Source: an optimization exercise on an open RTL-to-GDS flow (aim: small area, a short achievable clock period and few clock cycles). Production flows keep margins and buffers that such runs may drop. Function was checked by simulation only, so behaviour that the tests miss may differ from the original. Power figures rest on the tool's default switching activity, not on a simulated workload.

== run 1 ==
// force_torque_packet_deframer_core
module force_torque_packet_deframer_core (
  input  logic                     clk_i,
  input  logic                     rst_ni,
  input  logic                     in_valid_i,
  output logic                     in_stall_o,
  input  logic [BYTE_W-1:0]        rx_byte_i,
  output logic                     out_valid_o,
  input  logic                     out_stall_i,
  output logic signed [PROD_W-1:0] force_x_o,
  output logic signed [PROD_W-1:0] force_y_o,
  output logic signed [PROD_W-1:0] force_z_o,
  output logic signed [PROD_W-1:0] torque_x_o,
  output logic signed [PROD_W-1:0] torque_y_o,
  output logic signed [PROD_W-1:0] torque_z_o,
  output logic [SKIP_W-1:0]        skipped_bytes_o,
  input  logic                     cfg_valid_i,
  output logic                     cfg_ready_o,
  input  logic [CFG_IDX_W-1:0]     cfg_index_i,
  input  logic [GAIN_W-1:0]        cfg_data_i
);
For scale: roughly 570 flip-flops, roughly 400 I/O pins.
==> flow/config.mk <==
export PLATFORM = sky130hd
export DESIGN_NAME = force_torque_packet_deframer_core
export DESIGN_NICKNAME = force_torque_packet_deframer_core
export VERILOG_FILES = /design/flow/design.v
export SDC_FILE = /design/flow/constraint.sdc
export NUM_CORES = 4
export LEC_CHECK = 0
export CAP_MARGIN = 20
export CORE_MARGIN = 2
export CORE_UTILIZATION = 40
export SLEW_MARGIN = 20
==> flow/constraint.sdc <==
create_clock -name core_clock -period 11.0 [get_ports {clk_i}]
set_input_delay 2.2000 -clock core_clock [delete_from_list [all_inputs] [get_ports {clk_i}]]
set_output_delay 2.2000 -clock core_clock [all_outputs]
set_load 0.01 [all_outputs]
standard.sh (not shown) runs the stock make flow with config.mk's settings and CLKGATE_MAP_FILE= SYNTH_SCRIPT=/design/flow/synth_recipe.tcl, a recipe that flattens the netlist after the stock synthesis.
==> flow/flow/run.sh <==
#!/bin/bash
# The standard layout (the standard.sh: ORFS synthesis to finish), with two
# changes to how the layout is made, none to the constraints:
#  - the port buffers are buf_2 cells instead of the delay buffer buffer_ports
#    picks on its own (every port still gets its own buffer);
set -euo pipefail
export BUFFER_PORTS_ARGS="-buffer_cell sky130_fd_sc_hd__buf_2"
export SETUP_SLACK_MARGIN=7.4
bash standard.sh > flow_run.log 2>&1
test -s out/final.def
Testbench counts of run 1, summed over its fixed seeds: cycles 31,381.
### run 1 -> run 2
--- a/flow/flow/run.sh
+++ b/flow/flow/run.sh
@@ -4 +4 @@
-#  - the port buffers are buf_2 cells instead of the delay buffer buffer_ports
+#  - the port buffers are buf_1 cells instead of the delay buffer buffer_ports
@@ -7,2 +7,2 @@
-export BUFFER_PORTS_ARGS="-buffer_cell sky130_fd_sc_hd__buf_2"
-export SETUP_SLACK_MARGIN=7.4
+export BUFFER_PORTS_ARGS="-buffer_cell sky130_fd_sc_hd__buf_1"
+export SETUP_SLACK_MARGIN=7.7
- Taking run 2 as 1.0, run 1 lands at 0.940 on wire length of the first global-routing pass.
- Looking at fraction of power consumed by the clock network, run 2 sits 2.1 points below run 1.
- Clock-buffer cell count: higher on run 2
- Delta (run 2 minus run 1): worst stage delay on the critical path flat; number of global-route vias before repair moved up; power went up 0.13 mW.
Inputs modified between run 2 and run 3:
- CTS_BUF_LIST newly set to sky130_fd_sc_hd__clkbuf_8
## What came out
- For number of filler cells placed in the layout, run 2 and run 3 come out practically identical.
- Run 2 reports its type of the worst setup path as flip-flop to flip-flop while run 3 reports flip-flop to primary output.
- Cmp run 3 and run 2 / count of buffers not belonging to the clock network in the layout / lower: run 3
- Global-route wire length before repair: run 3 vs run 2 — no meaningful difference

* * *

Another version of the RTL of force_torque_packet_deframer_core (not shown whole).
Size in the first run: roughly 2000 cells after synthesis, roughly 400 I/O pins, about 28000 um^2 of cells after synthesis.
clock: 11.0 ns
lec_check: 0
cap_margin: 20
core_margin: 2
core_utilization: 60
cts_cluster_diameter: 100
cts_cluster_size: 25
slew_margin: 20
==> flow/flow/run.sh <==
#!/bin/bash
# The standard layout (the standard.sh), with these changes to how the
# layout is made, none to the design's registers or the constraints:
#  - after the standard synthesis, polarity.py re-polarises the full adders
#    (a full adder is self-dual) to drop most inverters between them; the
#    registers and all other cells stay as synthesis made them;
#  - the port buffers are buf_1 cells instead of the delay buffer that
#    buffer_ports picks on its own (every port still gets its own buffer);
set -euo pipefail
export BUFFER_PORTS_ARGS="-buffer_cell sky130_fd_sc_hd__buf_1"
export SETUP_SLACK_MARGIN=7.55
RES=orfs/results/${FLOW_PLATFORM}/force_torque_packet_deframer_core/base
bash standard.sh synth > flow_synth.log 2>&1
cp $RES/1_2_yosys.v flow_synth_netlist.v
python3 flow/polarity.py flow_synth_netlist.v $RES/1_2_yosys.v > flow_polarity.log 2>&1
rm -f $RES/1_synth.odb $RES/1_synth.sdc
bash standard.sh > flow_layout.log 2>&1
test -s out/final.def
Other scripts of this flow, unchanged in this note and not shown: flow/flow/polarity.py
The baseline completed without violations.
Testbench counts at the start, summed over its fixed seeds: cycles 31,381.
Then changed:
--- a/flow/flow/run.sh
+++ b/flow/flow/run.sh
@@ -9,5 +9,5 @@
 set -euo pipefail
 export BUFFER_PORTS_ARGS="-buffer_cell sky130_fd_sc_hd__buf_1"
-export SETUP_SLACK_MARGIN=7.55
+export SETUP_SLACK_MARGIN=7.72
 RES=orfs/results/${FLOW_PLATFORM}/force_torque_packet_deframer_core/base
 bash standard.sh synth > flow_synth.log 2>&1
Settings changed: CORE_UTILIZATION 60 to 65.
Result: The changed run completed without violations; setup slack improved by 0.0064 ns; routed wire length went down by 0.94%; maximum frequency stays flat.

-- port drivers added, routing unchanged --
No port has a modelled driver above. Below, the same layouts with a new extraction and two added sets of constraints.
Step 1, drivers: a clkbuf_16 drives clk_i and a buf_2 each remaining input, both assumed.
Step 2 also shifts input and output timing later by t, the mid clock arrival at the registers, as if the neighbouring blocks saw the same clock.
Slacks: no drivers / after step 1 / after step 2; pairs: no drivers / after step 1.
| run | shift t [ns] | slack for setup (ns) | latest minus earliest clock arrival (ns) | worst slew at a driven data input, ns |
|---|---|---|---|---|
| run 1 | 0.692 | 7.529 / 7.517 / 7.527 | 0.065 / 0.065 | 0.07 |
| run 2 | 0.680 | 7.566 / 7.556 / 7.486 | 0.045 / 0.044 | 0.07 |
| run 3 | 0.764 | 7.539 / 7.476 / 7.497 | 0.039 / 0.039 | 0.07 |
| the first run of note 2 | 0.653 | 7.618 / 7.566 / 7.382 | 0.046 / 0.045 | 0.06 |
| the second run of note 2 | 0.653 | 7.625 / 7.566 / 7.518 | 0.043 / 0.043 | 0.07 |
After both steps every run listed still meets setup and hold. The setup slack of the first run of note 2, which loses most, moves by -0.052 ns with the drivers and by -0.236 ns with both steps.
